What follows belongs to an exercise in optimizing a design on an open flow for a short achievable clock period and few clock cycles; a production flow would make more cautious choices. The RTL was checked by simulation tests, not by an equivalence proof against the original design. Power figures rest on the tool's default switching activity, not on a simulated workload.

==> flow/design.v (excerpt) <==
module rv_core (
  input  logic                clk_i,
  input  logic                rst_i,
  output logic [32-1:0] imem_addr_o,
  input  logic [31:0]         imem_data_i,
  output logic                dmem_re_o,
  output logic                dmem_we_o,
  output logic [32-1:0] dmem_addr_o,
  output logic [32-1:0] dmem_wdata_o,
  input  logic [32-1:0] dmem_rdata_i
);
Size in the first run: about 6,900 cells after synthesis, about 2,400 flip-flops, about 160 I/O pins.
==> flow/config.mk <==
export PLATFORM = sky130hd
export DESIGN_NAME = rv_core
export DESIGN_NICKNAME = rv_core
export VERILOG_FILES = /design/flow/design.v
export SDC_FILE = /design/flow/constraint.sdc
export NUM_CORES = 4
export LEC_CHECK = 0
export ABC_CLOCK_PERIOD_IN_PS = 2000
export CAP_MARGIN = 20
export CORE_MARGIN = 2
export CORE_UTILIZATION = 25
export GPL_ROUTABILITY_DRIVEN = 1
export PLACE_DENSITY = 0.45
export SETUP_SLACK_MARGIN = 3.5
export SLEW_MARGIN = 20
==> flow/constraint.sdc <==
create_clock -name core_clock -period 5.5 [get_ports {clk_i}]
set_input_delay 1.1000 -clock core_clock [delete_from_list [all_inputs] [get_ports {clk_i}]]
set_output_delay 1.1000 -clock core_clock [all_outputs]
set_load 0.01 [all_outputs]
run.sh (not shown) runs the stock make flow with config.mk's settings and CLKGATE_MAP_FILE= SYNTH_SCRIPT=/design/flow/synth_recipe.tcl, a recipe that flattens the netlist after the stock synthesis.
The starting point produced a clean layout.
Testbench counts at the start, summed over its fixed seeds: cycles 150,638.
Change:
--- a/flow/design.v
+++ b/flow/design.v
@@ -84,20 +84,20 @@
   logic [31:0] pc_o_q;     
   logic        rst_q;      
   logic [11:2] pc_tn_q;    
   logic [11:2] pc_tp_q;    
   logic [NBTB-1:0] btb_v_q;
   logic [31:2]     btb_pc_q  [NBTB];
   logic [31:2]     btb_tgt_q [NBTB];
   logic [NBTB-1:0] btb_z_q;
   logic [NBTB-1:0] btb_zne_q;
-  logic [4:0]      btb_rsn_q [NBTB];
-  logic [NBTB-1:0] btb_ntf_q;
+  logic [31:0]     btb_rs_q  [NBTB];
+  logic [4:0]      btb_rsn_q [NBTB];  
   logic [BI-1:0]   btb_ptr_q;
   logic        d_v_q;
   logic        d_btb_q;    
   logic        d_fnt_q;    
   logic [31:12] d_hpc_q;   
   logic [BI-1:0] d_hidx_q;
   logic [31:0] d_ir_q;
   logic [31:0] d_pc_q;
   logic [31:0] d_pc4_q;
@@ -188,25 +188,35 @@
   logic [31:12]  f_hpc;
   logic [BI-1:0] f_hidx;
   logic [31:0]   f_pc4;
   logic [31:0]   f_ir;
   logic [31:0]   f_v_eff;
   logic [31:0]   f_sel1, f_sel2;
   logic [31:13]  f_pc13_p1, f_pc13_m1;
   logic [31:21]  f_pc21_p1, f_pc21_m1;
   logic [NBTB-1:0] f_nt;
+  logic [NBTB-1:0] f_nt_q;
+  logic [NBTB-1:0] f_nt_next;
   logic            w_kz, w_kn;
   assign w_kz = w_nld_q & w_z_q;
   assign w_kn = w_nld_q & ~w_z_q;
+  assign f_nt = f_nt_q;
   always_comb
   begin
     for (int i = 0; i < NBTB; i++)
-      f_nt[i] = btb_ntf_q[i] & ~(w_wreg_q && w_rd_q == btb_rsn_q[i]);
+    begin
+      logic isz, isnz, busy, wr;
+      wr   = w_wreg_q && w_rd_q == btb_rsn_q[i];
+      isz  = ~|btb_rs_q[i] | (wr ? w_kz : |(btb_rs_q[i] & (rf_kz_q | ~rf_v_q)));
+      isnz = wr ? w_kn : |(btb_rs_q[i] & rf_kn_q & rf_v_q);
+      busy = (m_wreg_q && m_rd_q == btb_rsn_q[i]) || (m_alloc_q && m_slot_q == BI'(i));
+      f_nt_next[i] = btb_z_q[i] & ~busy & (isz | isnz) & ~(btb_zne_q[i] ^ isz);
+    end
   end
   always_comb
   begin
     f_hit  = 1'b0;
     f_tgt  = '0;
     f_hpc  = '0;
     f_hidx = '0;
     f_fnt  = 1'b0;
     for (int i = 0; i < NBTB; i++)
@@ -469,18 +479,19 @@
   assign pc_next[31:12] = pc_other ? pc_red[31:12] : f_hit_u ? f_tgt[31:12] : f_pc4[31:12];
   assign pc_next[11:0]  = pc_other ? pc_red[11:0]  : f_hit ? {f_tgt[11:2], pc_q[1:0]} : f_pc4[11:0];
   always_ff @(posedge clk_i, posedge rst_i)
   begin
     if (rst_i)
     begin
       pc_q      <= 32'h0000_0000;
       rst_q     <= 1'b1;
       btb_v_q   <= '0;
+      f_nt_q    <= '0;
       btb_ptr_q <= '0;
       d_v_q     <= 1'b0;
       e_v_q     <= 1'b0;
       m_v_q     <= 1'b0;
       m_mis_eq_q <= 1'b0;
       m_mis_ne_q <= 1'b0;
       m_alloc_q <= 1'b0;
       m_lw_q    <= 1'b0;
       m_sw_q    <= 1'b0;
@@ -489,18 +500,19 @@
       w_nld_q   <= 1'b1;
       w_we_q    <= 1'b0;
       w_wreg_q  <= 1'b0;
       rf_v_q    <= '0;
     end
     else
     begin
       pc_q  <= pc_next;
       rst_q <= 1'b0;
+      f_nt_q <= f_nt_next;
       d_v_q <= ~pc_other;
       e_v_q <= d_v_q & ~kill_d;
       m_v_q <= e_v_q & ~kill_e;
       m_mis_eq_q <= e_v_q & ~kill_e & ~e_zbr_q & (e_fok ? ~e_tk_eq_q : (e_tk_eq_q | e_ft));
       m_mis_ne_q <= e_v_q & ~kill_e & ~e_zbr_q & (e_fok ? ~e_tk_ne_q : (e_tk_ne_q | e_ft));
       if (m_alloc_q)
       begin
         btb_v_q[m_slot_q] <= 1'b1;
         if (m_slot_q == btb_ptr_q)
@@ -523,25 +535,22 @@
     pc_o_q  <= pc_next;
     pc_tn_q <= ~pc_next[11:2];
     pc_tp_q <= pc_next[11:2];
     if (m_alloc_q)
     begin
       btb_pc_q[m_slot_q]  <= m_pc_q;
       btb_tgt_q[m_slot_q] <= m_tgt_q;
       btb_z_q[m_slot_q]   <= m_z_q;
       btb_zne_q[m_slot_q] <= m_zne_q;
+      for (int r = 0; r < 32; r++)
+        btb_rs_q[m_slot_q][r] <= (m_zrs_q == r[4:0]) && r != 0;
       btb_rsn_q[m_slot_q] <= m_zrs_q;
     end
-    for (int i = 0; i < NBTB; i++)
-      if (m_alloc_q && m_slot_q == BI'(i))
-        btb_ntf_q[i] <= 1'b0;
-      else if (w_wreg_q && w_rd_q == btb_rsn_q[i])
-        btb_ntf_q[i] <= btb_z_q[i] & (btb_zne_q[i] ? w_kz : w_kn);
     d_btb_q     <= f_hit;
     d_fnt_q     <= f_fnt;
     d_hpc_q     <= f_hpc;
     d_hidx_q    <= f_hidx;
     d_ir_q      <= f_ir;
     d_pc_q      <= pc_q;
     d_pc4_q     <= f_pc4;
     d_sel1_q    <= f_sel1;
     d_sel2_q    <= f_sel2;
=>
- The changed run went through all stages and came out clean
- maximum frequency is lower by roughly a tenth
- critical path depth went down by 4
- first-iteration DRC count goes up by a little under a tenth
- total power is higher by a little under a tenth
- combinational power grows by about a fifth
- clock skew goes down by 0.059 ns
Testbench counts after the change, summed over its fixed seeds: cycles 150,352.

-- afterwards: timing with drivers on the ports --
The flow's constraints put no driver on any port. The routed layouts listed below were extracted and timed again, unchanged, in two steps.
Step 1, drivers: a clkbuf_16 drives clk_i and a buf_2 each remaining input, both assumed.
Step 2 also shifts input and output timing later by t, the mid clock arrival at the registers, as if the neighbouring blocks saw the same clock.
Slacks: ideal / step 1 / step 2; pairs: ideal / step 1.
| run | shift t [ns] | slack for setup (ns) | worst register clock-pin slew, ns |
|---|---|---|---|
| the first run | 1.024 | 2.869 / 2.774 / 2.334 | 0.07 / 0.07 |
| the second run | 1.058 | 2.464 / 2.464 / 2.365 | 0.07 / 0.07 |
After both steps every run listed still meets setup and hold. For the first run, which loses most, drivers alone change the setup slack by -0.095 ns; drivers and shift together by -0.535 ns.
